Background: an optimization exercise with open tools, aiming at a short achievable clock period and few clock cycles per item. Do not read the settings as production practice.
Function was not checked in any run shown here: the RTL went through the layout flow alone.
In every run shown here, the design's own scripts or RTL, not TritonCTS, make the clock network.
The clock input has no modelled driver; a real chip could not lean on it and would need a root buffer or a full tree.
Power figures rest on the tool's default switching activity, not on a simulated workload.

==> flow/design.v <==
`default_nettype none
package ssmt_pkg;
  localparam int unsigned OP_W           = 2;
  localparam int unsigned VALUE_W        = 16;
  localparam int unsigned COUNT_W        = 7;
  localparam int unsigned DEF_CAPACITY   = 64;
  localparam int unsigned DEF_ELEM_WIDTH = 16;
  typedef enum logic [OP_W-1:0] {
    OP_INSERT = 2'd0,
    OP_DELETE = 2'd1,
    OP_QUERY  = 2'd2,
    OP_CLEAR  = 2'd3
  } ssmt_op_e;
  typedef struct packed {
    logic ins_en;
    logic del_en;
  } ssmt_ctl_t;
endpackage
`default_nettype wire
`default_nettype none
module ssmt_cell #(
  parameter int unsigned ELEM_WIDTH = ssmt_pkg::DEF_ELEM_WIDTH
) (
  input  wire logic                   clk_i,
  input  wire logic                   we_i,
  input  wire logic [ELEM_WIDTH-1:0]  wdata_i,
  input  wire logic [ELEM_WIDTH-1:0]  elem_i,
  output logic                        match_o
);
  logic [ELEM_WIDTH-1:0] entry_q;
  assign match_o = entry_q == elem_i;
  always_ff @(posedge clk_i) begin
    if (we_i) begin
      entry_q <= wdata_i;
    end
  end
endmodule
`default_nettype wire
`default_nettype none
module small_set_membership_table #(
  parameter int unsigned CAPACITY   = ssmt_pkg::DEF_CAPACITY,
  parameter int unsigned ELEM_WIDTH = ssmt_pkg::DEF_ELEM_WIDTH
) (
  input  wire logic                          clk_i,
  input  wire logic                          rst_ni,
  input  wire logic                          start_i,
  output logic                               busy_o,
  input  wire logic [ssmt_pkg::OP_W-1:0]     op_i,
  input  wire logic [ssmt_pkg::VALUE_W-1:0]  value_i,
  output logic                               valid_o,
  output logic                               was_member_o,
  output logic [ssmt_pkg::COUNT_W-1:0]       count_o,
  output logic                               empty_res_o,
  output logic                               full_res_o,
  output logic                               rejected_o
);
  localparam int unsigned CNT_W = $clog2(CAPACITY + 1);
  localparam int unsigned NGRP  = 4;
  localparam int unsigned GRP   = (CAPACITY + 2 + NGRP + 1 + NGRP - 1) / NGRP;
  localparam int unsigned PHYS  = NGRP * GRP;
  assign busy_o = 1'b0;
  logic                          a_vld_q;
  logic [ssmt_pkg::OP_W-1:0]     a_op_q;
  logic [ELEM_WIDTH-1:0]         a_v_q;
  always_ff @(posedge clk_i or negedge rst_ni) begin
    if (!rst_ni) begin
      a_vld_q <= 1'b0;
    end else begin
      a_vld_q <= start_i;
    end
  end
  always_ff @(posedge clk_i) begin
    a_op_q <= op_i;
    a_v_q   <= ELEM_WIDTH'(value_i);
  end
  logic [PHYS-1:0]  valid_q, valid_d;
  logic [PHYS-1:0]  pslot_q;          
  logic             pend_q;           
  logic [PHYS-1:0]  fs_q, fs_d;       
  logic [NGRP-1:0]  gsel_q, gsel_d;   
  logic [PHYS-1:0]  live;             
  assign live = valid_q | (pslot_q & {PHYS{pend_q}});
  logic [PHYS-1:0]       match;
  logic                  b_ins;
  logic [ELEM_WIDTH-1:0] b_v_q;
  for (genvar i = 0; i < PHYS; i++) begin : g_cell
    ssmt_cell #(
      .ELEM_WIDTH(ELEM_WIDTH)
    ) u_cell (
      .clk_i  (clk_i),
      .we_i   (b_ins && fs_q[i]),
      .wdata_i(b_v_q),
      .elem_i (a_v_q),
      .match_o(match[i])
    );
  end
  logic                          b_vld_q;
  logic [ssmt_pkg::OP_W-1:0]     b_op_q;
  logic [PHYS-1:0]               b_m_q;     
  logic                          b_eqp_q;   
  logic                          delok_q;   
  logic                          clr_q;     
  always_ff @(posedge clk_i or negedge rst_ni) begin
    if (!rst_ni) begin
      b_vld_q <= 1'b0;
    end else begin
      b_vld_q <= a_vld_q;
    end
  end
  always_ff @(posedge clk_i) begin
    b_op_q  <= a_op_q;
    b_v_q   <= a_v_q;
    b_m_q   <= match & live;
    b_eqp_q <= a_v_q == b_v_q;
  end
  logic [CNT_W-1:0] count_q, count_d;
  logic             full_q, full_d;
  logic             empty_d;
  logic             member;
  logic             b_del, b_clr;
  logic             ins_ok, del_ok;
  assign b_ins = b_vld_q && b_op_q == ssmt_pkg::OP_INSERT;
  assign b_del = b_vld_q && b_op_q == ssmt_pkg::OP_DELETE;
  assign b_clr = b_vld_q && b_op_q == ssmt_pkg::OP_CLEAR;
  assign member = ((|b_m_q) && !clr_q && !(delok_q && b_eqp_q)) || (pend_q && b_eqp_q);
  assign ins_ok = b_ins && !member && !full_q;
  assign del_ok = b_del && member;
  always_comb begin
    if (b_clr) begin
      valid_d = '0;
    end else begin
      valid_d = live & ~({PHYS{b_del}} & (b_m_q | (pslot_q & {PHYS{pend_q && b_eqp_q}})));
    end
  end
  logic [PHYS-1:0] freev;
  logic [NGRP-1:0] two;
  assign freev = ~(valid_q | pslot_q | fs_q);
  for (genvar g = 0; g < NGRP; g++) begin : g_grp
    logic [GRP-1:0] f;
    logic [GRP:0]   any, more;
    assign f       = freev[g*GRP +: GRP];
    assign any[0]  = 1'b0;
    assign more[0] = 1'b0;
    for (genvar j = 0; j < GRP; j++) begin : g_slot
      assign fs_d[g*GRP+j] = gsel_q[g] && f[j] && !any[j];
      assign any[j+1]      = any[j] || f[j];
      assign more[j+1]     = more[j] || (any[j] && f[j]);
    end
    assign two[g] = more[GRP];
  end
  for (genvar g = 0; g < NGRP; g++) begin : g_gsel
    if (g == 0) begin : g_first
      assign gsel_d[g] = two[g];
    end else begin : g_rest
      assign gsel_d[g] = two[g] && !(|two[g-1:0]);
    end
  end
  logic [CNT_W-1:0] cnt_mem, cnt_non;
  logic             at_one, at_top;    
  logic             empty_q_s;         
  assign at_one    = count_q == CNT_W'(1);
  assign at_top    = count_q == CNT_W'(CAPACITY - 1);
  assign empty_q_s = count_q == '0;
  always_comb begin
    if (b_clr) begin
      cnt_mem = '0;
      cnt_non = '0;
    end else begin
      cnt_mem = b_del ? count_q - CNT_W'(1) : count_q;
      cnt_non = (b_ins && !full_q) ? count_q + CNT_W'(1) : count_q;
    end
  end
  assign count_d = member ? cnt_mem : cnt_non;
  assign full_d  = !b_clr && (member ? (!b_del && full_q) : (full_q || (b_ins && at_top)));
  assign empty_d = b_clr || (member ? (b_del && at_one) : (empty_q_s && !b_ins));
  always_ff @(posedge clk_i or negedge rst_ni) begin
    if (!rst_ni) begin
      valid_q <= '0;
      pslot_q <= '0;
      pend_q  <= 1'b0;
      delok_q <= 1'b0;
      clr_q   <= 1'b0;
      fs_q    <= PHYS'(1);
      gsel_q  <= NGRP'(1);
      count_q <= '0;
      full_q  <= 1'b0;
    end else begin
      valid_q <= valid_d;
      pslot_q <= fs_q;
      pend_q  <= ins_ok;
      delok_q <= del_ok;
      clr_q   <= b_clr;
      fs_q    <= fs_d;
      gsel_q  <= gsel_d;
      count_q <= count_d;
      full_q  <= full_d;
    end
  end
  logic                          valid_q_r;
  logic                          was_q, empty_q, full_r_q, rej_q;
  logic [ssmt_pkg::COUNT_W-1:0]  cnt_res_q;
  always_ff @(posedge clk_i or negedge rst_ni) begin
    if (!rst_ni) begin
      valid_q_r <= 1'b0;
    end else begin
      valid_q_r <= b_vld_q;
    end
  end
  always_ff @(posedge clk_i) begin
    was_q     <= member;
    cnt_res_q <= ssmt_pkg::COUNT_W'(count_d);
    empty_q   <= empty_d;
    full_r_q  <= full_d;
    rej_q     <= b_ins && !member && full_q;
  end
  assign valid_o      = valid_q_r;
  assign was_member_o = was_q;
  assign count_o      = cnt_res_q;
  assign empty_res_o  = empty_q;
  assign full_res_o   = full_r_q;
  assign rejected_o   = rej_q;
endmodule
`default_nettype wire
==> flow/flow/run.sh <==
#!/bin/bash
# The standard layout, with the clock tree built by flow/clock_tree.tcl in
# place of TritonCTS (hooked in through ORFS's PRE_CTS_TCL).
set -euo pipefail
W=$(pwd)
{
  echo "export PRE_CTS_TCL = $W/flow/cts_hook.tcl"
  echo "export BT_CLUSTER = 24"
  echo "export BT_NROOT = 4"
} >> config.mk
bash standard.sh finish > "$W/standard_flow.log" 2>&1
==> flow/flow/clock_tree.tcl <==
# Build a two-level clock tree by hand: the clock port drives NROOT root
# buffers, each drives a group of leaf buffers, each leaf buffer drives a
# cluster of about CLUSTER flip-flop clock pins that lie close together.
proc bt_env {name default} {
  if {[info exists ::env($name)] && $::env($name) ne ""} { return $::env($name) }
  return $default
}

# Split items ({x y payload}) into k groups of near-equal size that are
# compact: sort into s vertical strips by x, then each strip by y into chunks.
proc bt_split {items k} {
  set n [llength $items]
  if {$k <= 1 || $n <= 1} { return [list $items] }
  set s [expr {max(1, int(round(sqrt($k))))}]
  set byx [lsort -real -index 0 $items]
  set groups {}
  set start 0
  set kleft $k
  for {set i 0} {$i < $s} {incr i} {
    # groups in this strip
    set kstrip [expr {int(round(double($kleft) / ($s - $i)))}]
    if {$kstrip < 1} { set kstrip 1 }
    set nstrip [expr {int(round(double($n - $start) * $kstrip / $kleft))}]
    set strip [lrange $byx $start [expr {$start + $nstrip - 1}]]
    set start [expr {$start + $nstrip}]
    set kleft [expr {$kleft - $kstrip}]
    set byy [lsort -real -index 1 $strip]
    set m [llength $byy]
    set b 0
    for {set j 0} {$j < $kstrip} {incr j} {
      set e [expr {int(round(double($m) * ($j + 1) / $kstrip))}]
      set g [lrange $byy $b [expr {$e - 1}]]
      if {[llength $g]} { lappend groups $g }
      set b $e
    }
  }
  return $groups
}

proc bt_centroid {g} {
  set sx 0.0; set sy 0.0
  foreach it $g { set sx [expr {$sx + [lindex $it 0]}]; set sy [expr {$sy + [lindex $it 1]}] }
  return [list [expr {$sx / [llength $g]}] [expr {$sy / [llength $g]}]]
}

proc bt_place {inst x y} {
  set m [$inst getMaster]
  set block [ord::get_db_block]
  set core [$block getCoreArea]
  set w [$m getWidth]; set h [$m getHeight]
  set px [expr {int($x - $w / 2)}]
  set py [expr {int($y - $h / 2)}]
  set px [expr {max([$core xMin], min([$core xMax] - $w, $px))}]
  set py [expr {max([$core yMin], min([$core yMax] - $h, $py))}]
  $inst setLocation $px $py
  $inst setPlacementStatus PLACED
}

proc build_clock_tree {args} {
  set block [ord::get_db_block]
  set db [ord::get_db]
  set cluster [bt_env BT_CLUSTER 32]
  set nroot [bt_env BT_NROOT 4]
  set leafm [$db findMaster [bt_env BT_LEAF sky130_fd_sc_hd__clkbuf_16]]
  set rootm [$db findMaster [bt_env BT_ROOT sky130_fd_sc_hd__clkbuf_16]]
  set clk [$block findNet [bt_env BT_CLK clk_i]]
  set sinks {}
  foreach it [$clk getITerms] {
    set inst [$it getInst]
    set bb [$inst getBBox]
    lappend sinks [list [expr {([$bb xMin] + [$bb xMax]) / 2.0}] [expr {([$bb yMin] + [$bb yMax]) / 2.0}] $it]
  }
  set n [llength $sinks]
  set k [expr {max(1, int(ceil(double($n) / $cluster)))}]
  puts "build_clock_tree: $n sinks, $k leaf buffers, $nroot root buffers"
  set leaves {}
  set i 0
  foreach g [bt_split $sinks $k] {
    set c [bt_centroid $g]
    set inst [odb::dbInst_create $block $leafm "clkbuf_leaf_$i\_clk"]
    set net [odb::dbNet_create $block "clknet_leaf_$i\_clk"]
    $net setSigType CLOCK
    bt_place $inst [lindex $c 0] [lindex $c 1]
    [$inst findITerm X] connect $net
    foreach s $g {
      set it [lindex $s 2]
      $it disconnect
      $it connect $net
    }
    lappend leaves [list [lindex $c 0] [lindex $c 1] $inst]
    incr i
  }
  set j 0
  foreach g [bt_split $leaves $nroot] {
    set c [bt_centroid $g]
    set inst [odb::dbInst_create $block $rootm "clkbuf_root_$j\_clk"]
    set net [odb::dbNet_create $block "clknet_root_$j\_clk"]
    $net setSigType CLOCK
    bt_place $inst [lindex $c 0] [lindex $c 1]
    [$inst findITerm X] connect $net
    [$inst findITerm A] connect $clk
    foreach l $g { [[lindex $l 2] findITerm A] connect $net }
    incr j
  }
}
==> flow/flow/cts_hook.tcl <==
# PRE_CTS hook: replace TritonCTS with the two-level tree of clock_tree.tcl.
# The rest of the CTS step (legalisation, timing repair) runs as usual.
source [file join [file dirname [info script]] clock_tree.tcl]
rename clock_tree_synthesis tritoncts_clock_tree_synthesis
proc clock_tree_synthesis {args} {
  build_clock_tree
}
==> flow/standard.sh <==
#!/bin/bash
# synth_recipe.tcl (not shown) runs the flow's synth.tcl, then flattens the netlist and writes it again
# the make line also repeats each setting of config.mk as NAME=value (left out here)
make -C /OpenROAD-flow-scripts/flow DESIGN_CONFIG=/design/flow/config.mk WORK_HOME=/design/flow/orfs CLKGATE_MAP_FILE= SYNTH_SCRIPT=/design/flow/synth_recipe.tcl "${@:-finish}"
==> flow/config.mk <==
export PLATFORM = sky130hd
export DESIGN_NAME = small_set_membership_table
export DESIGN_NICKNAME = small_set_membership_table
export VERILOG_FILES = /design/flow/design.v
export SDC_FILE = /design/flow/constraint.sdc
export NUM_CORES = 4
export LEC_CHECK = 0
export ABC_CLOCK_PERIOD_IN_PS = 1500
export CAP_MARGIN = 20
export CORE_MARGIN = 2
export CORE_UTILIZATION = 65
export PLACE_DENSITY = 0.75
export SETUP_SLACK_MARGIN = 3.8
export SLEW_MARGIN = 20
export PRE_CTS_TCL = /design/flow/flow/cts_hook.tcl
export BT_CLUSTER = 24
export BT_NROOT = 4
==> flow/constraint.sdc <==
create_clock -name core_clock -period 6.0 [get_ports {clk_i}]
set_input_delay 1.2000 -clock core_clock [delete_from_list [all_inputs] [get_ports {clk_i}]]
set_output_delay 1.2000 -clock core_clock [all_outputs]
set_load 0.01 [all_outputs]
==> summary.txt, run 1 <==
Outcome
  • Outcome: no timing/DRC/antenna violations

Synthesis
  • Synthesis-stage register bit count: 1506
  • EDFF count, synth: 1152
  • Register area share after synthesis: 0.707
  • Netlist cell types: 64
  • Synthesis Warnings: 2
  • Primary flip-flop cell chosen by synthesis mapping: sky130_fd_sc_hd__edfxtp_1
  • Synth Net Count: 4012
  • Syn Std Cell Area: 60600 µm²
  • Avg Synthesized Cell Area: 15.2 µm²
  • Number of instances in the synthesized netlist: 3987
  • Share of async-settable or async-resettable flops after synthesis: 0.155

Place
  • Final GP Congestion: 0.859
  • Post-detailed-placement half-perimeter wirelength: 76.6 mm
  • Post-place setup slack: 2450 ps
  • Port buffer count: 32

GRT
  • GRT Resource Usage Total: 0.335
  • Pin count of the biggest net entering global routing: 106
  • Initial antenna violation count: 5
  • Vias in the first global route: 33477
  • Global-route wire length before repair: 229 mm
  • Congestion Overflow GR: 0

Hold path
  • Path category of the worst min-delay check: register to register
  • Cell depth of the worst min-delay path: 0

Timing
  • Unrepaired setup endpoints after global routing: yes
  • Final-report setup violation count: 0
  • Fin. Hold Viols: 0
  • Maximum frequency from static timing analysis: 0.390 GHz
  • Slew margin rel.: 0.246
  • Worst hold margin: 337 ps
  • Post-route setup TNS: 0 ps
  • Actual slew at the worst max-slew pin: 1130 ps
  • PnR worst setup slack: 3440 ps
  • Part of the cycle the worst path needs: 0.427
  • Number of max-slew violations in the final report: 0
  • Final Skew: 34.6 ps
  • Time the worst path needs with I/O delays and setup: 2560 ps

Route
  • Residual DRC count: 0
  • WL final: 164 mm
  • Iter 0 DRT Violations: 4505
  • Post-DR wirelength/cell: 31.0 µm
  • Detailed-router iteration count before antenna repair: 6
  • Post-DRT Antenna Nets: 0
  • Vias/cell: 6.58
  • Overall via count from detail_route: 34842

Final layout
  • Final layout net count: 4066
  • Fraction of final layout cells with drive strength greater than 1: 0.104
  • Most frequent standard cell in the layout excluding fill and tap cells: sky130_fd_sc_hd__xor2_1
  • Most frequent cells in the layout: 1153 x sky130_fd_sc_hd__xor2_1, 1152 x sky130_fd_sc_hd__edfxtp_1, 237 x sky130_fd_sc_hd__nor4_1
  • Area overhead of the layout relative to synthesis: 8.78%

Run
  • Count of maximum capacitance violations: 0

Setup path
  • Endpoint class of the critical path: register
  • Critical path class: register to register
  • Maximum fanout along the worst path: 6
  • Element type at the critical path start: register
  • R2R depth: 9
  • Required time reported for the critical path endpoint: 6390 ps
  • CP arrival: 2950 ps
  • Setup slack, reg-to-reg: 3440 ps

Pwr
  • Total Power: 17700 µW
  • Worst voltage drop across the vdd grid: 0.283 mV
  • Ratio of total power to cell area: 268 nW/µm²
  • Static leakage power: 0.0238 µW

Floorplan
  • Total core area: 92900 µm²
  • Initial Util: 0.652
  • Width of the die: 309 µm
  • Vertical extent of the die: 309 µm
  • Number of I/O pins: 34
  • Std cell rows: 112
  • Total Die Area: 95700 µm²

Clock network
  • Worst skew pair latency: 520 ps
  • Clock slew seen by the registers of the worst setup and hold paths: 90 ps
  • CTS Hold Buffers Added: 0
logic make-up after synthesis:
| logic type | after synthesis | synth area share |
|---|---|---|
| DFF | 1506 | 0.707 |
| xor gates and xnor gates | 1170 | 0.169 |
| and+or+nand+nor | 826 | 0.0801 |
| AOI/OAI and AO/OA | 276 | 0.0285 |
| buffers and inverters | 189 | 0.0121 |
| adders and majority gates | 12 | 0.00215 |
| muxes | 7 | 0.00118 |
| other | 1 | 0.0000619 |
critical path, stage by stage (launching register included):
cell and delay (ps):
sky130_fd_sc_hd__dfxtp_2 350, sky130_fd_sc_hd__nor4_4 420, sky130_fd_sc_hd__nand4_1 270, sky130_fd_sc_hd__nor4_4 580, sky130_fd_sc_hd__a21oi_4 180, sky130_fd_sc_hd__nor3_4 270
sky130_fd_sc_hd__buf_6 150, sky130_fd_sc_hd__buf_6 90, sky130_fd_sc_hd__nor2_4 30, sky130_fd_sc_hd__mux2i_1 120
per-layer routing:
layer | track usage | wire, µm | vias up
li1 | - | - | 14625
met1 | 0.501 | 65000 | 17910
met2 | 0.527 | 75600 | 1966
met3 | 0.0437 | 17500 | 337
met4 | 0.0894 | 6020 | 4
met5 | 0 | 27 | -
cell usage after synthesis (3+ instances only):
cell | count | area share
sky130_fd_sc_hd__ha_1 | 4 | 0.00083
sky130_fd_sc_hd__edfxtp_1 | 1152 | 0.57
sky130_fd_sc_hd__inv_1 | 6 | 0.00037
sky130_fd_sc_hd__nand3_1 | 14 | 0.0012
sky130_fd_sc_hd__or3_1 | 58 | 0.0060
sky130_fd_sc_hd__nor4_1 | 249 | 0.026
sky130_fd_sc_hd__or3_2 | 3 | 0.00037
sky130_fd_sc_hd__nor3_1 | 200 | 0.017
sky130_fd_sc_hd__nor4b_1 | 5 | 0.00072
sky130_fd_sc_hd__nand4_1 | 90 | 0.0093
sky130_fd_sc_hd__buf_1 | 53 | 0.0033
sky130_fd_sc_hd__nor3_2 | 3 | 0.00050
sky130_fd_sc_hd__and3_1 | 85 | 0.0088
sky130_fd_sc_hd__nor3b_1 | 15 | 0.0019
sky130_fd_sc_hd__clkbuf_1 | 122 | 0.0076
sky130_fd_sc_hd__buf_2 | 5 | 0.00041
sky130_fd_sc_hd__nand3b_1 | 3 | 0.00037
sky130_fd_sc_hd__a31oi_1 | 5 | 0.00052
sky130_fd_sc_hd__a211o_1 | 73 | 0.011
sky130_fd_sc_hd__nor2b_1 | 3 | 0.00031
sky130_fd_sc_hd__and2_1 | 8 | 0.00083
sky130_fd_sc_hd__o21ai_0 | 16 | 0.0013
sky130_fd_sc_hd__xnor2_1 | 17 | 0.0025
sky130_fd_sc_hd__dfxtp_1 | 120 | 0.040
sky130_fd_sc_hd__xor2_1 | 1153 | 0.17
sky130_fd_sc_hd__or3_4 | 3 | 0.00056
sky130_fd_sc_hd__o211ai_1 | 3 | 0.00037
sky130_fd_sc_hd__dfrtp_1 | 232 | 0.096
sky130_fd_sc_hd__mux2i_1 | 6 | 0.00099
sky130_fd_sc_hd__maj3_1 | 8 | 0.0013
sky130_fd_sc_hd__nor2_1 | 37 | 0.0023
sky130_fd_sc_hd__a21oi_1 | 162 | 0.013
sky130_fd_sc_hd__nand2_1 | 34 | 0.0021
flip-flops by register name (all words and copies together), names as in the netlist, 2 cells and up:
register / count
a_op_q: 2
count_q: 7
fs_q: 72
b_op_q: 2
pslot_q: 72
b_v_q: 16
a_v_q: 16
valid_q: 72
gsel_q: 4
cnt_res_q: 7
b_m_q: 72
g_cell.u_cell.entry_q: 1152
per-stage QoR:
step / std cells / utilization / instance area (µm²)
final: 5296 / 0.710 / 65900
after global routing: 5293 / 0.710 / 65900
after CTS: 5266 / 0.704 / 65400
after floorplan: 3987 / - / 60600
after global placement: 5138 / 0.672 / 62500
after detailed placement: 5139 / 0.672 / 62500
power by group:
part	leakage (µW)	internal (µW)	switching, µW
logic	0.00843	425	842
registers	0.0146	11300	191
clock network	0.000826	1980	2970
total	0.0238	13700	4000
repair_timing:
item                       in CTS  in global routing
cloned                          3                  4
setup endpoints to repair    1459                150
gates resized for setup       151                 81
buffers inserted               57                 23
pin swaps                      21                 32
worst paths after layout:
path,startpoint,endpoint
worst max-delay path,b_m_q[30],count_q[0]
worst max register to register,b_m_q[30],count_q[0]
max in group asynchronous,rst_ni,pend_q
min in group asynchronous,rst_ni,b_vld_q
worst min register to register,a_op_q[1],b_op_q[1]
worst min-delay path,a_op_q[1],b_op_q[1]
area by class of cell:
| class | count | area [µm²] |
|---|---|---|
| Sequential cell | 1506 | 43000 |
| Fill cell | 5924 | 27000 |
| Multi-Input combinational cell | 2292 | 17600 |
| Timing Repair Buffer | 168 | 2090 |
| Buffer | 67 | 1680 |
| Tap cell | 1254 | 1570 |
| Inverter | 6 | 22.5 |
| Antenna cell | 3 | 7.51 |
==> run 2: changes to the inputs <==
--- a/flow/design.v
+++ b/flow/design.v
@@ -61,16 +61,4 @@
   assign busy_o = 1'b0;
-  logic                          a_vld_q;
-  logic [ssmt_pkg::OP_W-1:0]     a_op_q;
-  logic [ELEM_WIDTH-1:0]         a_v_q;
-  always_ff @(posedge clk_i or negedge rst_ni) begin
-    if (!rst_ni) begin
-      a_vld_q <= 1'b0;
-    end else begin
-      a_vld_q <= start_i;
-    end
-  end
-  always_ff @(posedge clk_i) begin
-    a_op_q <= op_i;
-    a_v_q   <= ELEM_WIDTH'(value_i);
-  end
+  logic [ELEM_WIDTH-1:0] elem;
+  assign elem = ELEM_WIDTH'(value_i);
   logic [PHYS-1:0]  valid_q, valid_d;
@@ -92,3 +80,3 @@
       .wdata_i(b_v_q),
-      .elem_i (a_v_q),
+      .elem_i (elem),
       .match_o(match[i])
@@ -106,3 +94,3 @@
     end else begin
-      b_vld_q <= a_vld_q;
+      b_vld_q <= start_i;
     end
@@ -110,6 +98,6 @@
   always_ff @(posedge clk_i) begin
-    b_op_q  <= a_op_q;
-    b_v_q   <= a_v_q;
+    b_op_q  <= op_i;
+    b_v_q   <= elem;
     b_m_q   <= match & live;
-    b_eqp_q <= a_v_q == b_v_q;
+    b_eqp_q <= elem == b_v_q;
   end
@@ -158,7 +146,2 @@
   logic [CNT_W-1:0] cnt_mem, cnt_non;
-  logic             at_one, at_top;    
-  logic             empty_q_s;         
-  assign at_one    = count_q == CNT_W'(1);
-  assign at_top    = count_q == CNT_W'(CAPACITY - 1);
-  assign empty_q_s = count_q == '0;
   always_comb begin
@@ -173,4 +156,4 @@
   assign count_d = member ? cnt_mem : cnt_non;
-  assign full_d  = !b_clr && (member ? (!b_del && full_q) : (full_q || (b_ins && at_top)));
-  assign empty_d = b_clr || (member ? (b_del && at_one) : (empty_q_s && !b_ins));
+  assign full_d  = member ? cnt_mem == CNT_W'(CAPACITY) : cnt_non == CNT_W'(CAPACITY);
+  assign empty_d = member ? cnt_mem == '0 : cnt_non == '0;
   always_ff @(posedge clk_i or negedge rst_ni) begin
--- a/flow/config.mk
+++ b/flow/config.mk
@@ -10,4 +10,3 @@
 export CORE_MARGIN = 2
-export CORE_UTILIZATION = 65
-export PLACE_DENSITY = 0.75
+export CORE_UTILIZATION = 50
 export SETUP_SLACK_MARGIN = 3.8
==> run 2 against run 1 <==
  * Register-to-register slack lost 210 ps
  * Utilization shrank 12 points
  * Cell area grew 7.2%
  * Worst setup slack lost 210 ps
  * First-iteration DRC count shrank 0.58%
  * Critical path type unchanged
  * Highest routed layer unchanged
==> summary.txt, run 2 <==
Timing
  • Part of the cycle the worst path needs: 0.462 (was 0.427)
  • Final Skew: 32.4 ps (was 34.6 ps)
  • Fin. Hold Viols: 0 (unchanged)
  • Post-route setup TNS: 0 ps (unchanged)
  • Time the worst path needs with I/O delays and setup: 2770 ps (was 2560 ps)
  • Unrepaired setup endpoints after global routing: yes (unchanged)
  • Maximum frequency from static timing analysis: 0.360 GHz (was 0.390 GHz)
  • Slew margin rel.: 0.281 (was 0.246)
  • Actual slew at the worst max-slew pin: 1080 ps (was 1130 ps)
  • Final-report setup violation count: 0 (unchanged)
  • PnR worst setup slack: 3230 ps (was 3440 ps)
  • Number of max-slew violations in the final report: 0 (unchanged)

Synthesis
  • Syn Std Cell Area: 60300 µm² (was 60600 µm²)
  • Most numerous cell in the Yosys netlist: sky130_fd_sc_hd__xor2_1 (unchanged)
  • Multiplexer fraction of the synthesized cell area: 0.00135 (was 0.00118)
  • Avg Synthesized Cell Area: 15.1 µm² (was 15.2 µm²)
  • Fraction of post-synthesis cell area in the top cell type by area: 0.573 (was 0.571)
  • Synthesis-stage register bit count: 1487 (was 1506)
  • Top area cells in the synthesized netlist: sky130_fd_sc_hd__edfxtp_1 57%, sky130_fd_sc_hd__xor2_1 17%, sky130_fd_sc_hd__dfrtp_1 9.6% (unchanged)
  • Synthesis Warnings: 2 (unchanged)
  • Primary flip-flop cell chosen by synthesis mapping: sky130_fd_sc_hd__edfxtp_1 (unchanged)
  • Synth Net Count: 4015 (was 4012)
  • Combinational family with the most area after synthesis: XOR/XNOR gates (unchanged)
  • Netlist cell types: 64 (unchanged)
  • Largest area contributor in the netlist: sky130_fd_sc_hd__edfxtp_1 (unchanged)
  • Post-synthesis adder-cell area fraction: 0.00158 (was 0.00215)
  • EDFF count, synth: 1152 (unchanged)
  • Share of async-settable or async-resettable flops after synthesis: 0.157 (was 0.155)
  • Register area share after synthesis: 0.704 (was 0.707)
  • Number of instances in the synthesized netlist: 3992 (was 3987)
  • Top cells by count, synth: 1156 x sky130_fd_sc_hd__xor2_1, 1152 x sky130_fd_sc_hd__edfxtp_1, 247 x sky130_fd_sc_hd__nor4_1 (was 1153 x sky130_fd_sc_hd__xor2_1, 1152 x sky130_fd_sc_hd__edfxtp_1, 249 x sky130_fd_sc_hd__nor4_1)
  • Fraction of the mapped netlist area in compound gates: 0.0300 (was 0.0285)
  • Area fraction in and, or, nand and nor cells after synthesis: 0.0803 (was 0.0801)
  • Xor-xnor portion of the synthesized cell area: 0.171 (was 0.169)

Route
  • Vias/cell: 6.21 (was 6.58)
  • Residual DRC count: 0 (unchanged)
  • WL final: 203 mm (was 164 mm)
  • Iter 0 DRT Violations: 4479 (was 4505)
  • Post-DRT Antenna Nets: 0 (unchanged)
  • Post-DR wirelength/cell: 34.8 µm (was 31.0 µm)
  • Overall via count from detail_route: 36312 (was 34842)
  • Detailed-router iteration count before antenna repair: 5 (was 6)

Place
  • Post-detailed-placement half-perimeter wirelength: 84.2 mm (was 76.6 mm)
  • Final GP Congestion: 0.808 (was 0.859)
  • Port buffer count: 32 (unchanged)
  • Placed insts: 5520 (was 5139)
  • Post-place setup slack: 2470 ps (was 2450 ps)

Pwr
  • Clock group share of total power: 0.276 (was 0.279)
  • Switch Pwr: 4260 µW (was 4000 µW)
  • Ratio of total power to cell area: 256 nW/µm² (was 268 nW/µm²)
  • Worst voltage drop across the vdd grid: 0.246 mV (was 0.283 mV)
  • Internal power summed over all cells: 13800 µW (was 13700 µW)
  • Fraction of power consumed by combinational cells: 0.098 (was 0.072)
  • Sequential share of power: 0.626 (was 0.649)
  • Static leakage power: 0.0257 µW (was 0.0238 µW)
  • Switching part of the total power: 0.236 (was 0.226)

Run
  • Count of maximum capacitance violations: 0 (unchanged)

Clock network
  • CTS Hold Buffers Added: 0 (unchanged)
  • Worst skew pair latency: 520 ps (about the same)
  • Clock slew seen by the registers of the worst setup and hold paths: 90 ps (about the same)

Final layout
  • Largest register by flop count: g_cell.u_cell.entry_q (unchanged)
  • Most frequent standard cell in the layout excluding fill and tap cells: sky130_fd_sc_hd__edfxtp_1 (was sky130_fd_sc_hd__xor2_1)
  • Util after Layout: 0.590 (was 0.710)
  • Final layout net count: 4261 (was 4066)
  • Number of flip-flops under the largest register name: 1152 (unchanged)
  • Fraction of final layout cells with drive strength greater than 1: 0.160 (was 0.104)
  • Most frequent cells in the layout: 1152 x sky130_fd_sc_hd__edfxtp_1, 1139 x sky130_fd_sc_hd__xor2_1, 229 x sky130_fd_sc_hd__dfrtp_1 (was 1153 x sky130_fd_sc_hd__xor2_1, 1152 x sky130_fd_sc_hd__edfxtp_1, 237 x sky130_fd_sc_hd__nor4_1)
  • Non-filler instance count after layout: 5849 (was 5296)
  • Area overhead of the layout relative to synthesis: 17.1% (was 8.78%)

Hold path
  • Path category of the worst min-delay check: register to register (unchanged)
  • Cell depth of the worst min-delay path: 0 (unchanged)

Floorplan
  • Total Die Area: 123000 µm² (was 95700 µm²)
  • Total core area: 120000 µm² (was 92900 µm²)
  • Width of the die: 351 µm (was 309 µm)
  • Std cell rows: 127 (was 112)
  • Initial Util: 0.504 (was 0.652)
  • Number of I/O pins: 34 (unchanged)
  • Vertical extent of the die: 351 µm (was 309 µm)

Setup path
  • Endpoint class of the critical path: register (unchanged)
  • Critical path class: register to register (unchanged)
  • Maximum fanout along the worst path: 8 (was 6)
  • CP arrival: 3150 ps (was 2950 ps)
  • R2R depth: 8 (was 9)
  • Element type at the critical path start: register (unchanged)
  • Required time reported for the critical path endpoint: 6380 ps (was 6390 ps)

Outcome
  • Outcome: no timing/DRC/antenna violations (unchanged)

GRT
  • Vias in the first global route: 34144 (was 33477)
  • Congestion Overflow GR: 0 (unchanged)
  • GRT Resource Usage Total: 0.326 (was 0.335)
  • Initial antenna violation count: 9 (was 5)
  • Global-route wire length before repair: 277 mm (was 229 mm)
  • Pin count of the biggest net entering global routing: 63 (was 106)
-- run 2: per-layer routing --
layer / GRT usage / up-vias / wire (µm)
met1: 0.467 / 19054 / 83500
met3: 0.0450 / 340 / 18100
met4: 0.104 / 2 / 8440
met5: 0 / - / 13
li1: - / 15029 / -
met2: 0.517 / 1887 / 93400
-- run 2: worst max-delay path, cell delays in order, from the launching register on --
cell and delay [ps]:
sky130_fd_sc_hd__dfxtp_2 350, sky130_fd_sc_hd__nor4_4 490, sky130_fd_sc_hd__nand4_1 400, sky130_fd_sc_hd__nor3_2 250
sky130_fd_sc_hd__buf_6 180, sky130_fd_sc_hd__a21o_4 220, sky130_fd_sc_hd__mux2i_1 240, sky130_fd_sc_hd__a21oi_2 100
sky130_fd_sc_hd__a2111oi_2 380
-- run 2: cell type report --
class | instances | area [µm²]
timing repair buffer | 357 | 6060
tap | 1612 | 2020
antenna | 1 | 2.50
multi-input combinational | 2321 | 18400
buffer | 66 | 1650
sequential | 1487 | 42500
inverter | 5 | 21.3
fill | 9107 | 49100
-- run 2: metrics by stage --
stage	instance area, µm²	hold WS (ps)	total power (µW)
after floorplan	61900	358	12300
after global placement	62600	366	12700
after detailed placement	62600	371	12700
after CTS	70200	374	17000
after global routing	70700	406	18500
final	70700	398	18100
-- run 2: timing repair --
action | 4_1_cts | 5_1_grt
cloned | 79 | 1
gates resized for setup | 506 | 84
endpoints found under the setup margin | 1137 | 1184
pin swaps | 234 | 24
setup buffers | 156 | 26
-- run 2: final timing paths --
| check | slack [ps] | endpoint | from |
|---|---|---|---|
| min reg2reg | 400 | pslot_q[34] | fs_q[34] |
| min in group asynchronous | 600 | pslot_q[70] | rst_ni |
| min | 400 | pslot_q[34] | fs_q[34] |
| max in group asynchronous | 4350 | valid_q[35] | rst_ni |
| max | 3230 | full_q | b_m_q[61] |
| max reg2reg | 3230 | full_q | b_m_q[61] |
-- run 2: logic make-up after synthesis --
family,after synthesis
flops,1487
compound gates,287
xor+xnor,1176
other cells,1
buf+inv,185
fa+ha+maj,9
mux,8
simple gates,839
-- run 2: power groups by stage --
stage          Combinational, µW  Sequential (µW)  Clock (µW)
3_5_place_dp                1120            11600           0
4_1_cts                     1690            11600        3730
5_1_grt                     1820            11300        5330
6_report                    1770            11300        4990
2_1_floorplan                767            11500           0
3_3_place_gp                1120            11600           0
==> run 3: changes to the inputs <==
--- a/flow/design.v
+++ b/flow/design.v
@@ -21,3 +21,4 @@
 module ssmt_cell #(
-  parameter int unsigned ELEM_WIDTH = ssmt_pkg::DEF_ELEM_WIDTH
+  parameter int unsigned ELEM_WIDTH = ssmt_pkg::DEF_ELEM_WIDTH,
+  parameter bit          INV        = 1'b0
 ) (
@@ -30,3 +31,7 @@
   logic [ELEM_WIDTH-1:0] entry_q;
-  assign match_o = entry_q == elem_i;
+  if (INV) begin : g_inv
+    assign match_o = entry_q == ~elem_i;
+  end else begin : g_true
+    assign match_o = entry_q == elem_i;
+  end
   always_ff @(posedge clk_i) begin
@@ -58,7 +63,33 @@
   localparam int unsigned NGRP  = 4;
-  localparam int unsigned GRP   = (CAPACITY + 2 + NGRP + 1 + NGRP - 1) / NGRP;
+  localparam int unsigned GRP   = (CAPACITY + 2 + 2 * NGRP + 1 + NGRP - 1) / NGRP;
   localparam int unsigned PHYS  = NGRP * GRP;
+  localparam int unsigned OR_W  = 4;                       
+  localparam int unsigned NOR   = (PHYS + OR_W - 1) / OR_W;
+  localparam int unsigned NCOPY = 4;                       
   assign busy_o = 1'b0;
-  logic [ELEM_WIDTH-1:0] elem;
-  assign elem = ELEM_WIDTH'(value_i);
+  logic                          a_vld_q;
+  logic [ssmt_pkg::OP_W-1:0]     a_op_q;
+  logic [ELEM_WIDTH-1:0]         a_v_q;        
+  logic [NCOPY-1:0][ELEM_WIDTH-1:0] a_vc_q;
+  always_ff @(posedge clk_i or negedge rst_ni) begin
+    if (!rst_ni) begin
+      a_vld_q <= 1'b0;
+    end else begin
+      a_vld_q <= start_i;
+    end
+  end
+  always_ff @(posedge clk_i) begin
+    a_op_q    <= op_i;
+    a_v_q     <= ELEM_WIDTH'(value_i);
+    a_vc_q[0] <= ELEM_WIDTH'(value_i);
+    a_vc_q[1] <= ~(ELEM_WIDTH'(value_i));
+    if (start_i) begin
+      a_vc_q[2] <= ELEM_WIDTH'(value_i);
+      a_vc_q[3] <= ~(ELEM_WIDTH'(value_i));
+    end
+  end
+  logic a_ins, a_del, a_clr;
+  assign a_ins = a_vld_q && a_op_q == ssmt_pkg::OP_INSERT;
+  assign a_del = a_vld_q && a_op_q == ssmt_pkg::OP_DELETE;
+  assign a_clr = a_vld_q && a_op_q == ssmt_pkg::OP_CLEAR;
   logic [PHYS-1:0]  valid_q, valid_d;
@@ -67,3 +98,3 @@
   logic [PHYS-1:0]  fs_q, fs_d;       
-  logic [NGRP-1:0]  gsel_q, gsel_d;   
+  logic [PHYS-1:0]  we_q;             
   logic [PHYS-1:0]  live;             
@@ -71,12 +102,13 @@
   logic [PHYS-1:0]       match;
-  logic                  b_ins;
   logic [ELEM_WIDTH-1:0] b_v_q;
   for (genvar i = 0; i < PHYS; i++) begin : g_cell
+    localparam int unsigned C = i * NCOPY / PHYS;
     ssmt_cell #(
-      .ELEM_WIDTH(ELEM_WIDTH)
+      .ELEM_WIDTH(ELEM_WIDTH),
+      .INV       (C % 2 == 1)
     ) u_cell (
       .clk_i  (clk_i),
-      .we_i   (b_ins && fs_q[i]),
+      .we_i   (we_q[i]),
       .wdata_i(b_v_q),
-      .elem_i (elem),
+      .elem_i (a_vc_q[C]),
       .match_o(match[i])
@@ -85,4 +117,5 @@
   logic                          b_vld_q;
-  logic [ssmt_pkg::OP_W-1:0]     b_op_q;
+  logic                          b_ins, b_del, b_clr;
   logic [PHYS-1:0]               b_m_q;     
+  logic [NOR-1:0]                b_g_q;     
   logic                          b_eqp_q;   
@@ -90,2 +123,4 @@
   logic                          clr_q;     
+  logic [PHYS-1:0]               hit;
+  assign hit = match & live;
   always_ff @(posedge clk_i or negedge rst_ni) begin
@@ -93,11 +128,23 @@
       b_vld_q <= 1'b0;
-    end else begin
-      b_vld_q <= start_i;
-    end
-  end
-  always_ff @(posedge clk_i) begin
-    b_op_q  <= op_i;
-    b_v_q   <= elem;
-    b_m_q   <= match & live;
-    b_eqp_q <= elem == b_v_q;
+      b_ins   <= 1'b0;
+      b_del   <= 1'b0;
+      b_clr   <= 1'b0;
+    end else begin
+      b_vld_q <= a_vld_q;
+      b_ins   <= a_ins;
+      b_del   <= a_del;
+      b_clr   <= a_clr;
+    end
+  end
+  always_ff @(posedge clk_i) begin
+    b_v_q   <= a_v_q;
+    b_m_q   <= hit;
+    b_eqp_q <= a_v_q == b_v_q;
+  end
+  for (genvar j = 0; j < NOR; j++) begin : g_or
+    localparam int unsigned LO = j * OR_W;
+    localparam int unsigned HI = (LO + OR_W < PHYS) ? LO + OR_W : PHYS;
+    always_ff @(posedge clk_i) begin
+      b_g_q[j] <= |hit[HI-1:LO];
+    end
   end
@@ -107,8 +154,4 @@
   logic             member;
-  logic             b_del, b_clr;
   logic             ins_ok, del_ok;
-  assign b_ins = b_vld_q && b_op_q == ssmt_pkg::OP_INSERT;
-  assign b_del = b_vld_q && b_op_q == ssmt_pkg::OP_DELETE;
-  assign b_clr = b_vld_q && b_op_q == ssmt_pkg::OP_CLEAR;
-  assign member = ((|b_m_q) && !clr_q && !(delok_q && b_eqp_q)) || (pend_q && b_eqp_q);
+  assign member = ((|b_g_q) && !clr_q && !(delok_q && b_eqp_q)) || (pend_q && b_eqp_q);
   assign ins_ok = b_ins && !member && !full_q;
@@ -123,3 +166,4 @@
   logic [PHYS-1:0] freev;
-  logic [NGRP-1:0] two;
+  logic [NGRP-1:0] short_q, short_d;
+  logic [NGRP-1:0] gsel_q, gsel_d;
   assign freev = ~(valid_q | pslot_q | fs_q);
@@ -127,18 +171,18 @@
     logic [GRP-1:0] f;
-    logic [GRP:0]   any, more;
-    assign f       = freev[g*GRP +: GRP];
-    assign any[0]  = 1'b0;
-    assign more[0] = 1'b0;
+    logic [GRP:0]   one, two, three;
+    assign f        = freev[g*GRP +: GRP];
+    assign one[0]   = 1'b0;
+    assign two[0]   = 1'b0;
+    assign three[0] = 1'b0;
     for (genvar j = 0; j < GRP; j++) begin : g_slot
-      assign fs_d[g*GRP+j] = gsel_q[g] && f[j] && !any[j];
-      assign any[j+1]      = any[j] || f[j];
-      assign more[j+1]     = more[j] || (any[j] && f[j]);
-    end
-    assign two[g] = more[GRP];
-  end
-  for (genvar g = 0; g < NGRP; g++) begin : g_gsel
+      assign fs_d[g*GRP+j] = gsel_q[g] && f[j] && !one[j];
+      assign one[j+1]      = one[j] || f[j];
+      assign two[j+1]      = two[j] || (one[j] && f[j]);
+      assign three[j+1]    = three[j] || (two[j] && f[j]);
+    end
+    assign short_d[g] = !three[GRP];
     if (g == 0) begin : g_first
-      assign gsel_d[g] = two[g];
+      assign gsel_d[g] = !short_q[g];
     end else begin : g_rest
-      assign gsel_d[g] = two[g] && !(|two[g-1:0]);
+      assign gsel_d[g] = !short_q[g] && (&short_q[g-1:0]);
     end
@@ -146,2 +190,7 @@
   logic [CNT_W-1:0] cnt_mem, cnt_non;
+  logic             at_one, at_top;    
+  logic             at_zero;           
+  assign at_one  = count_q == CNT_W'(1);
+  assign at_top  = count_q == CNT_W'(CAPACITY - 1);
+  assign at_zero = count_q == '0;
   always_comb begin
@@ -156,4 +205,4 @@
   assign count_d = member ? cnt_mem : cnt_non;
-  assign full_d  = member ? cnt_mem == CNT_W'(CAPACITY) : cnt_non == CNT_W'(CAPACITY);
-  assign empty_d = member ? cnt_mem == '0 : cnt_non == '0;
+  assign full_d  = !b_clr && (member ? (!b_del && full_q) : (full_q || (b_ins && at_top)));
+  assign empty_d = b_clr || (member ? (b_del && at_one) : (at_zero && !b_ins));
   always_ff @(posedge clk_i or negedge rst_ni) begin
@@ -165,3 +214,4 @@
       clr_q   <= 1'b0;
-      fs_q    <= PHYS'(1);
+      fs_q    <= '0;
+      short_q <= '0;
       gsel_q  <= NGRP'(1);
@@ -176,2 +226,3 @@
       fs_q    <= fs_d;
+      short_q <= short_d;
       gsel_q  <= gsel_d;
@@ -180,2 +231,5 @@
     end
+  end
+  always_ff @(posedge clk_i) begin
+    we_q <= fs_d & {PHYS{a_ins}};
   end
--- a/flow/config.mk
+++ b/flow/config.mk
@@ -10,3 +10,4 @@
 export CORE_MARGIN = 2
-export CORE_UTILIZATION = 50
+export CORE_UTILIZATION = 65
+export PLACE_DENSITY = 0.75
 export SETUP_SLACK_MARGIN = 3.8
==> run 3 against run 2 <==
  * First-iteration DRC count is 0.94% lower
  * Still clean
  * Hold slack worse by 26 ps
  * Worst setup slack improved by 440 ps
  * Via count up 6.5%
  * Combinational power shrank 8%
  * Largest power group unchanged
  * Area after synthesis rose by 14%
  * Cell count increased by 3.5%
  * Cell area is 4.6% higher
  * Flip-flop and latch count up 247
  * Synthesized cell count rose by 15%
  * Sequential power rose by 17%
  * Maximum frequency rose by 19%
  * Critical endpoint is now count_q[3]
==> summary.txt, run 3 <==
Route
  • Uppermost layer routed: met5 (unchanged)
  • Post-DRT Antenna Nets: 0 (unchanged)
  • WL final: 172 mm (was 203 mm)
  • Detailed-router iteration count before antenna repair: 5 (unchanged)
  • Overall via count from detail_route: 38689 (was 36312)
  • M1 wire length: 69.3 mm (was 83.5 mm)
  • Residual DRC count: 0 (unchanged)
  • Post-DR wirelength/cell: 28.4 µm (was 34.8 µm)
  • Routed length on met2: 81.1 mm (was 93.4 mm)
  • Iter 0 DRT Violations: 4437 (was 4479)
  • Vias/cell: 6.39 (was 6.21)
  • Routed met3 length: 17.0 mm (was 18.1 mm)

Setup path
  • Endpoint class of the critical path: register (unchanged)
  • CP most frequent cell: sky130_fd_sc_hd__nor4_4
  • Slowest stage cell, crit path: sky130_fd_sc_hd__nor4_4 (unchanged)
  • Chain of cells forming the critical path: nor4_4 > nand2_2 > o31a_1 > nor4_4 > buf_6 > a41oi_2 > xor2_1 > nor2_1 (was nor4_4 > nand4_1 > nor3_2 > buf_6 > a21o_4 > mux2i_1 > a21oi_2 > a2111oi_2)
  • Maximum fanout along the worst path: 7 (was 8)
  • Critical path class: register to register (unchanged)
  • Setup slack, reg-to-reg: 3660 ps (was 3230 ps)
  • Element type at the critical path start: register (unchanged)
  • CP arrival: 2720 ps (was 3150 ps)
  • Stage delay of the slowest cell on the critical path: 440 ps (was 490 ps)
  • Startpoint of the lowest-slack register-to-register path: b_g_q[10] (was b_m_q[61])
  • R2R depth: 8 (unchanged)
  • Required time reported for the critical path endpoint: 6390 ps (was 6380 ps)
  • Critical path startpoint: b_g_q[10] (was b_m_q[61])

Final layout
  • Largest register by flop count: g_cell.u_cell.entry_q (unchanged)
  • Area overhead of the layout relative to synthesis: 7.87% (was 17.1%)
  • Most frequent cells in the layout: 1248 x sky130_fd_sc_hd__edfxtp_1, 626 x sky130_fd_sc_hd__xnor2_1, 612 x sky130_fd_sc_hd__xor2_1 (was 1152 x sky130_fd_sc_hd__edfxtp_1, 1139 x sky130_fd_sc_hd__xor2_1, 229 x sky130_fd_sc_hd__dfrtp_1)
  • Most frequent standard cell in the layout excluding fill and tap cells: sky130_fd_sc_hd__edfxtp_1 (unchanged)
  • Filler Cell Count: 6935 (was 9107)
  • Fraction of final layout cells with drive strength greater than 1: 0.0942 (was 0.160)
  • Final layout net count: 4686 (was 4261)
  • Number of flip-flops under the largest register name: 1216 (was 1152)

Clock network
  • Worst skew pair latency: 550 ps (was 520 ps)
  • Clock slew seen by the registers of the worst setup and hold paths: 90 ps (about the same)

Hold path
  • Beginning of the worst hold path: fs_q[12] (was fs_q[34])
  • Path category of the worst min-delay check: register to register (unchanged)
  • Cell depth of the worst min-delay path: 0 (unchanged)

Floorplan
  • Width of the die: 329 µm (was 351 µm)
  • Std cell rows: 119 (was 127)
  • Initial Util: 0.653 (was 0.504)
  • Number of I/O pins: 34 (unchanged)
  • Vertical extent of the die: 329 µm (was 351 µm)
  • Total Die Area: 108000 µm² (was 123000 µm²)
  • Total core area: 105000 µm² (was 120000 µm²)

Timing
  • Number of max-slew violations in the final report: 0 (unchanged)
  • Unrepaired setup endpoints after global routing: yes (unchanged)
  • Final Skew: 38.4 ps (was 32.4 ps)
  • Actual slew at the worst max-slew pin: 1200 ps (was 1080 ps)
  • Post-route setup TNS: 0 ps (unchanged)
  • Slew margin rel.: 0.197 (was 0.281)
  • Final-report setup violation count: 0 (unchanged)
  • Time the worst path needs with I/O delays and setup: 2340 ps (was 2770 ps)
  • Fin. Hold Viols: 0 (unchanged)
  • Maximum frequency from static timing analysis: 0.428 GHz (was 0.360 GHz)
  • PnR worst setup slack: 3660 ps (was 3230 ps)
  • Part of the cycle the worst path needs: 0.389 (was 0.462)

Pwr
  • Static leakage power: 0.0254 µW (was 0.0257 µW)
  • Ratio of total power to cell area: 276 nW/µm² (was 256 nW/µm²)
  • Worst voltage drop across the vdd grid: 0.282 mV (was 0.246 mV)

Place
  • Port buffer count: 32 (unchanged)
  • Post-place setup slack: 3070 ps (was 2470 ps)
  • Final GP Congestion: 0.897 (was 0.808)
  • Post-detailed-placement half-perimeter wirelength: 94.1 mm (was 84.2 mm)

Synthesis
  • Synthesis-stage register bit count: 1734 (was 1487)
  • Synthesis Warnings: 3 (was 2)
  • Register area share after synthesis: 0.707 (was 0.704)
  • Syn Std Cell Area: 68500 µm² (was 60300 µm²)
  • Largest area contributor in the netlist: sky130_fd_sc_hd__edfxtp_1 (unchanged)
  • Fraction of post-synthesis cell area in the top cell type by area: 0.547 (was 0.573)
  • Primary flip-flop cell chosen by synthesis mapping: sky130_fd_sc_hd__edfxtp_1 (unchanged)
  • Netlist cell types: 78 (was 64)
  • Top cells by count, synth: 1248 x sky130_fd_sc_hd__edfxtp_1, 626 x sky130_fd_sc_hd__xnor2_1, 612 x sky130_fd_sc_hd__xor2_1 (was 1156 x sky130_fd_sc_hd__xor2_1, 1152 x sky130_fd_sc_hd__edfxtp_1, 247 x sky130_fd_sc_hd__nor4_1)
  • Avg Synthesized Cell Area: 15.0 µm² (was 15.1 µm²)
  • Top area cells in the synthesized netlist: sky130_fd_sc_hd__edfxtp_1 55%, sky130_fd_sc_hd__dfrtp_1 9.2%, sky130_fd_sc_hd__xnor2_1 8.0% (was sky130_fd_sc_hd__edfxtp_1 57%, sky130_fd_sc_hd__xor2_1 17%, sky130_fd_sc_hd__dfrtp_1 9.6%)
  • EDFF count, synth: 1248 (was 1152)
  • Synth Net Count: 4602 (was 4015)
  • Number of instances in the synthesized netlist: 4577 (was 3992)
  • Share of async-settable or async-resettable flops after synthesis: 0.146 (was 0.157)
  • Most numerous cell in the Yosys netlist: sky130_fd_sc_hd__edfxtp_1 (was sky130_fd_sc_hd__xor2_1)

GRT
  • Vias in the first global route: 37325 (was 34144)
  • GRT Resource Usage Total: 0.317 (was 0.326)
  • Initial antenna violation count: 3 (was 9)
  • Congestion Overflow GR: 0 (unchanged)
  • Pin count of the biggest net entering global routing: 89 (was 63)
  • Global-route wire length before repair: 249 mm (was 277 mm)

Outcome
  • Outcome: no timing/DRC/antenna violations (unchanged)

Run
  • Count of maximum capacitance violations: 0 (unchanged)
[run 3: layer usage]
| layer | track usage | vias to the layer above |
|---|---|---|
| li1 | - | 16820 |
| met1 | 0.459 | 19775 |
| met2 | 0.503 | 1808 |
| met3 | 0.0623 | 282 |
| met4 | 0.0704 | 4 |
| met5 | 0 | - |
[run 3: cell type report]
| type | count | area (µm²) | area share |
|---|---|---|---|
| well taps | 1391 | 1740 | 0.0235 |
| multi-input cells | 2610 | 19700 | 0.266 |
| diodes | 1 | 2.50 | 0.0000339 |
| inverters | 29 | 116 | 0.00157 |
| flip-flops and latches | 1734 | 48600 | 0.657 |
| plain buffers | 77 | 1930 | 0.0261 |
| repair buffers | 209 | 1880 | 0.0254 |
[run 3: final timing paths]
check	end
hold reg to reg	pslot_q[12]
max in group asynchronous	fs_q[42]
setup reg to reg	count_q[3]
setup / recovery	count_q[3]
hold / removal	pslot_q[12]
min in group asynchronous	pslot_q[3]
[run 3: report_power, final]
| group | leakage (µW) | switching (µW) | internal, µW |
|---|---|---|---|
| Sequential | 0.0167 | 201 | 13000 |
| Clock | 0.000949 | 3360 | 2270 |
| Combinational | 0.00778 | 1060 | 576 |
| Total | 0.0254 | 4620 | 15800 |
[run 3: worst max-delay path: cells and delay by family, from the launching register on]
kind / cells / cell delay (ps)
AO/OA/AOI/OAI: 2 / 460
buffers and inverters: 1 / 190
XOR/XNOR: 1 / 210
AND/OR/NAND/NOR: 4 / 950
flip-flops: 1 / 380
[run 3: cell families (layout without fill, tap and decap cells)]
kind of cell	after synthesis	after routing	synth area share
xor+xnor	1238	1238	0.158
buf+inv	235	315	0.0151
mux	1	1	0.000146
simple gates	979	981	0.0801
other cells	1	2	0.0000547
flops	1734	1734	0.707
compound gates	374	374	0.0365
fa+ha+maj	15	15	0.00236
[run 3: repair_timing]
action / CTS / global route
pin swaps: 20 / 43
setup endpoints to repair: 307 / 81
gates resized for setup: 95 / 145
cloned: 3 / 0
setup buffers: 42 / 44
hold buffers: 0 / 0
[run 3: metrics by stage]
stage	hold WS [ps]	cell area [µm²]	total power, µW	util	cells
global placement	351	70400	14800	0.671	5884
floorplan	331	68500	14300	-	4577
CTS	353	73200	19300	0.697	6006
global route	383	73900	20900	0.704	6050
detailed placement	353	70400	14900	0.671	5884
finish	373	73900	20400	0.704	6051
==> run 4: changes to the inputs <==
--- a/flow/config.mk
+++ b/flow/config.mk
@@ -10,5 +10,5 @@
 export CORE_MARGIN = 2
-export CORE_UTILIZATION = 65
-export PLACE_DENSITY = 0.75
-export SETUP_SLACK_MARGIN = 3.8
+export CORE_UTILIZATION = 75
+export PLACE_DENSITY = 0.85
+export SETUP_SLACK_MARGIN = 4.0
 export SLEW_MARGIN = 20
==> run 4 against run 3 <==
  * Still clean on timing, DRC and antenna
  * Combinational power up 18%
  * Register-to-register slack worse by 60 ps
  * Area after synthesis unchanged
  * Cell count down 2.0%
  * Via count up 8.2%
  * Total power up 1.5%
  * Maximum frequency down 2.5%
  * Flip-flop and latch count unchanged
  * Worst setup slack worse by 60 ps
  * Sequential share of layout area down 1.7 points
  * Critical path depth unchanged
  * Global-route usage up 6.1 points
  * Critical path type unchanged
  * Largest cell class unchanged
==> summary.txt, run 4 <==
Setup path
  • Required time reported for the critical path endpoint: 6380 ps (was 6390 ps)
  • Critical path class: register to register (unchanged)
  • CP arrival: 2780 ps (was 2720 ps)
  • Startpoint of the lowest-slack register-to-register path: b_g_q[1] (was b_g_q[10])
  • Critical R2R Capture: count_q[2] (was count_q[3])
  • Setup slack, reg-to-reg: 3600 ps (was 3660 ps)
  • Maximum fanout along the worst path: 5 (was 7)
  • Endpoint class of the critical path: register (unchanged)
  • R2R depth: 8 (unchanged)
  • Element type at the critical path start: register (unchanged)

Place
  • Port buffer count: 32 (unchanged)
  • Post-detailed-placement half-perimeter wirelength: 94.7 mm (was 94.1 mm)
  • Final GP Congestion: 0.899 (was 0.897)
  • Post-place setup slack: 3120 ps (was 3070 ps)

Final layout
  • Number of flip-flops under the largest register name: 1216 (unchanged)
  • Area overhead of the layout relative to synthesis: 10.8% (was 7.87%)
  • Largest register by flop count: g_cell.u_cell.entry_q (unchanged)
  • Fraction of final layout cells with drive strength greater than 1: 0.145 (was 0.0942)
  • Most frequent cells in the layout: 1248 x sky130_fd_sc_hd__edfxtp_1, 609 x sky130_fd_sc_hd__xor2_1, 604 x sky130_fd_sc_hd__xnor2_1 (was 1248 x sky130_fd_sc_hd__edfxtp_1, 626 x sky130_fd_sc_hd__xnor2_1, 612 x sky130_fd_sc_hd__xor2_1)
  • Final layout net count: 4777 (was 4686)
  • Most frequent standard cell in the layout excluding fill and tap cells: sky130_fd_sc_hd__edfxtp_1 (unchanged)

Synthesis
  • Synthesis Warnings: 3 (unchanged)
  • Synthesis-stage register bit count: 1734 (unchanged)
  • Post-synthesis adder-cell area fraction: 0.00236 (unchanged)
  • Synth Net Count: 4602 (unchanged)
  • Top area cells in the synthesized netlist: sky130_fd_sc_hd__edfxtp_1 55%, sky130_fd_sc_hd__dfrtp_1 9.2%, sky130_fd_sc_hd__xnor2_1 8.0% (unchanged)
  • Number of instances in the synthesized netlist: 4577 (unchanged)
  • Netlist cell types: 78 (unchanged)
  • Most numerous cell in the Yosys netlist: sky130_fd_sc_hd__edfxtp_1 (unchanged)
  • Share of async-settable or async-resettable flops after synthesis: 0.146 (unchanged)
  • Avg Synthesized Cell Area: 15.0 µm² (unchanged)
  • Top cells by count, synth: 1248 x sky130_fd_sc_hd__edfxtp_1, 626 x sky130_fd_sc_hd__xnor2_1, 612 x sky130_fd_sc_hd__xor2_1 (unchanged)
  • Fraction of the mapped netlist area in compound gates: 0.0365 (unchanged)
  • Syn Std Cell Area: 68500 µm² (unchanged)
  • Xor-xnor portion of the synthesized cell area: 0.158 (unchanged)
  • Register area share after synthesis: 0.707 (unchanged)
  • Fraction of post-synthesis cell area in the top cell type by area: 0.547 (unchanged)
  • Primary flip-flop cell chosen by synthesis mapping: sky130_fd_sc_hd__edfxtp_1 (unchanged)
  • Largest area contributor in the netlist: sky130_fd_sc_hd__edfxtp_1 (unchanged)
  • EDFF count, synth: 1248 (unchanged)
  • Multiplexer fraction of the synthesized cell area: 0.000146 (unchanged)
  • Combinational family with the most area after synthesis: XOR/XNOR gates (unchanged)
  • Area fraction in and, or, nand and nor cells after synthesis: 0.0801 (unchanged)

Pwr
  • Static leakage power: 0.0263 µW (was 0.0254 µW)
  • Switching part of the total power: 0.232 (was 0.226)
  • Ratio of total power to cell area: 273 nW/µm² (was 276 nW/µm²)
  • Fraction of power consumed by combinational cells: 0.093 (was 0.080)
  • Sequential share of power: 0.635 (was 0.644)
  • Worst voltage drop across the vdd grid: 0.327 mV (was 0.282 mV)
  • Internal power summed over all cells: 15900 µW (was 15800 µW)
  • Switch Pwr: 4810 µW (was 4620 µW)
  • Clock group share of total power: 0.272 (was 0.276)

Route
  • Post-DRT Antenna Nets: 0 (unchanged)
  • Post-DR wirelength/cell: 31.8 µm (was 28.4 µm)
  • Vias/cell: 7.06 (was 6.39)
  • Overall via count from detail_route: 41869 (was 38689)
  • Iter 0 DRT Violations: 6598 (was 4437)
  • WL final: 189 mm (was 172 mm)
  • Detailed-router iteration count before antenna repair: 6 (was 5)
  • Residual DRC count: 0 (unchanged)

Hold path
  • Path category of the worst min-delay check: register to register (unchanged)
  • Hold Crit Endpoint: pslot_q[15] (was pslot_q[12])
  • Beginning of the worst hold path: fs_q[15] (was fs_q[12])
  • Cell depth of the worst min-delay path: 0 (unchanged)

GRT
  • Vias in the first global route: 40170 (was 37325)
  • Initial antenna violation count: 9 (was 3)
  • GRT Resource Usage Total: 0.377 (was 0.317)
  • Congestion Overflow GR: 0 (unchanged)
  • Pin count of the biggest net entering global routing: 72 (was 89)
  • Global-route wire length before repair: 259 mm (was 249 mm)

Floorplan
  • Number of I/O pins: 34 (unchanged)
  • Width of the die: 306 µm (was 329 µm)
  • Total Die Area: 93800 µm² (was 108000 µm²)
  • Vertical extent of the die: 306 µm (was 329 µm)
  • Std cell rows: 110 (was 119)
  • Initial Util: 0.759 (was 0.653)
  • Total core area: 90300 µm² (was 105000 µm²)

Clock network
  • Worst skew pair latency: 540 ps (was 550 ps)
  • Clock slew seen by the registers of the worst setup and hold paths: 90 ps (about the same)
  • CTS Hold Buffers Added: 0 (unchanged)

Timing
  • PnR worst setup slack: 3600 ps (was 3660 ps)
  • Final Skew: 28.5 ps (was 38.4 ps)
  • Time the worst path needs with I/O delays and setup: 2400 ps (was 2340 ps)
  • Worst hold margin: 377 ps (was 373 ps)
  • Actual slew at the worst max-slew pin: 1150 ps (was 1200 ps)
  • Post-route setup TNS: 0 ps (unchanged)
  • Fin. Hold Viols: 0 (unchanged)
  • Part of the cycle the worst path needs: 0.399 (was 0.389)
  • Slew margin rel.: 0.230 (was 0.197)
  • Unrepaired setup endpoints after global routing: yes (unchanged)
  • Final-report setup violation count: 0 (unchanged)
  • Maximum frequency from static timing analysis: 0.417 GHz (was 0.428 GHz)
  • Number of max-slew violations in the final report: 0 (unchanged)

Run
  • Count of maximum capacitance violations: 0 (unchanged)

Outcome
  • Outcome: no timing/DRC/antenna violations (unchanged)
run 4: changes by cell type in the layout (fill, tap and decap cells not counted), moves of 14 or more:
| cell | change |
|---|---|
| sky130_fd_sc_hd__nor3_1 | -49 |
| sky130_fd_sc_hd__xnor2_2 | +18 |
| sky130_fd_sc_hd__buf_8 | +15 |
| sky130_fd_sc_hd__nor4_1 | -29 |
| sky130_fd_sc_hd__buf_6 | +16 |
| sky130_fd_sc_hd__buf_12 | +14 |
| sky130_fd_sc_hd__nor3_2 | +42 |
| sky130_fd_sc_hd__buf_4 | +29 |
| sky130_fd_sc_hd__xnor2_1 | -22 |
| sky130_fd_sc_hd__nor4_2 | +25 |
run 4: cell type report:
type                       instances  area (µm²)
sequential                      1734       48600
multi-input combinational       2610       20700
fill                            4067       14400
timing repair buffer             300        3140
buffer                            77        1930
tap                             1176        1470
inverter                          29         111
antenna                            1        2.50
run 4: power groups by stage:
stage / clock, µW / sequential, µW / combinational [µW]
after CTS: 4350 / 13400 / 1600
after global placement: 0 / 13400 / 1380
final: 5640 / 13200 / 1930
after detailed placement: 0 / 13400 / 1410
after global routing: 6000 / 13200 / 1980
after floorplan: 0 / 13300 / 911
run 4: metal layers:
metal | track usage | wire length, µm | vias to the layer above
met5 | 0 | 24 | -
met4 | 0.147 | 11700 | 4
met3 | 0.0786 | 25700 | 793
met2 | 0.598 | 86500 | 3332
met1 | 0.523 | 64600 | 20745
li1 | - | - | 16995
run 4: timing repair:
item                       in CTS  in global routing
gates cloned                    5                  7
buffers inserted               83                 85
pin swaps                      65                 82
setup endpoints to repair     518                191
resized for setup             252                334
run 4: per-stage QoR:
step | cells | util | area, µm² | total power, µW
after floorplan | 4577 | - | 68600 | 14300
after global placement | 5669 | 0.778 | 70200 | 14800
after detailed placement | 5669 | 0.778 | 70200 | 14900
after CTS | 5834 | 0.817 | 73800 | 19400
after global routing | 5926 | 0.841 | 75900 | 21200
final | 5927 | 0.841 | 75900 | 20700
run 4: worst max path at each step:
stage | start | end | slack, ps | cells after the start
detailed placement | b_g_q[1] | count_q[3] | 3120 | 7
floorplan | pslot_q[46] | short_q[2] | 3990 | 7
global route | b_g_q[2] | count_q[2] | 3540 | 8
CTS | valid_q[19] | short_q[1] | 3740 | 8
global placement | b_g_q[1] | count_q[4] | 3200 | 7
finish | b_g_q[1] | count_q[2] | 3600 | 8
run 4: logic make-up (layout without fill, tap and decap cells):
logic type	count (synthesis)	count (layout)
AOI/OAI and AO/OA	374	374
xor gates and xnor gates	1238	1238
adders and majority gates	15	15
buffers and inverters	235	406
DFF	1734	1734
muxes	1	1
other	1	2
and+or+nand+nor	979	981
run 4: critical path, cell delays in order (launching register included):
cell and delay, ps:
sky130_fd_sc_hd__dfxtp_1 380, sky130_fd_sc_hd__nor4_4 430, sky130_fd_sc_hd__nand2_2 150, sky130_fd_sc_hd__buf_4 180
sky130_fd_sc_hd__o31ai_4 350, sky130_fd_sc_hd__a21oi_2 210, sky130_fd_sc_hd__a22oi_1 300, sky130_fd_sc_hd__xor2_1 170
sky130_fd_sc_hd__nor2_1 70

==> afterwards: timing with drivers on the ports <==
In the flow no input, the clock included, has a driving cell. The finished layouts below were timed again as built, in two steps. Step 1, drivers: a clkbuf_16 drives clk_i and a buf_2 each remaining input, both assumed. Step 2 times the ports against the registers' clock, not the clock port: input delays grow and output delays shrink by t, the midpoint of the rising clock arrivals with the driver on. Three values: ideal, step 1, step 2; two values: the first two.
| run | t (ns) | slack for setup (ns) | hold slack, ns | worst data-port slew with drivers (ns) |
|---|---|---|---|---|
| run 1 | 0.655 | 3.436 / 3.436 / 3.436 | 0.337 / 0.337 / 0.337 | 0.07 |
| run 2 | 0.679 | 3.225 / 3.225 / 3.049 | 0.398 / 0.399 / 0.399 | 0.46 |
| run 3 | 0.685 | 3.664 / 3.555 / 3.663 | 0.373 / 0.373 / 0.373 | 0.07 |
| run 4 | 0.690 | 3.604 / 3.492 / 3.604 | 0.377 / 0.377 / 0.377 | 0.08 |
After both steps setup and hold are still met in every run listed. The setup slack of run 2, which loses most, moves by 0.000 ns with the drivers and by -0.176 ns with both steps.
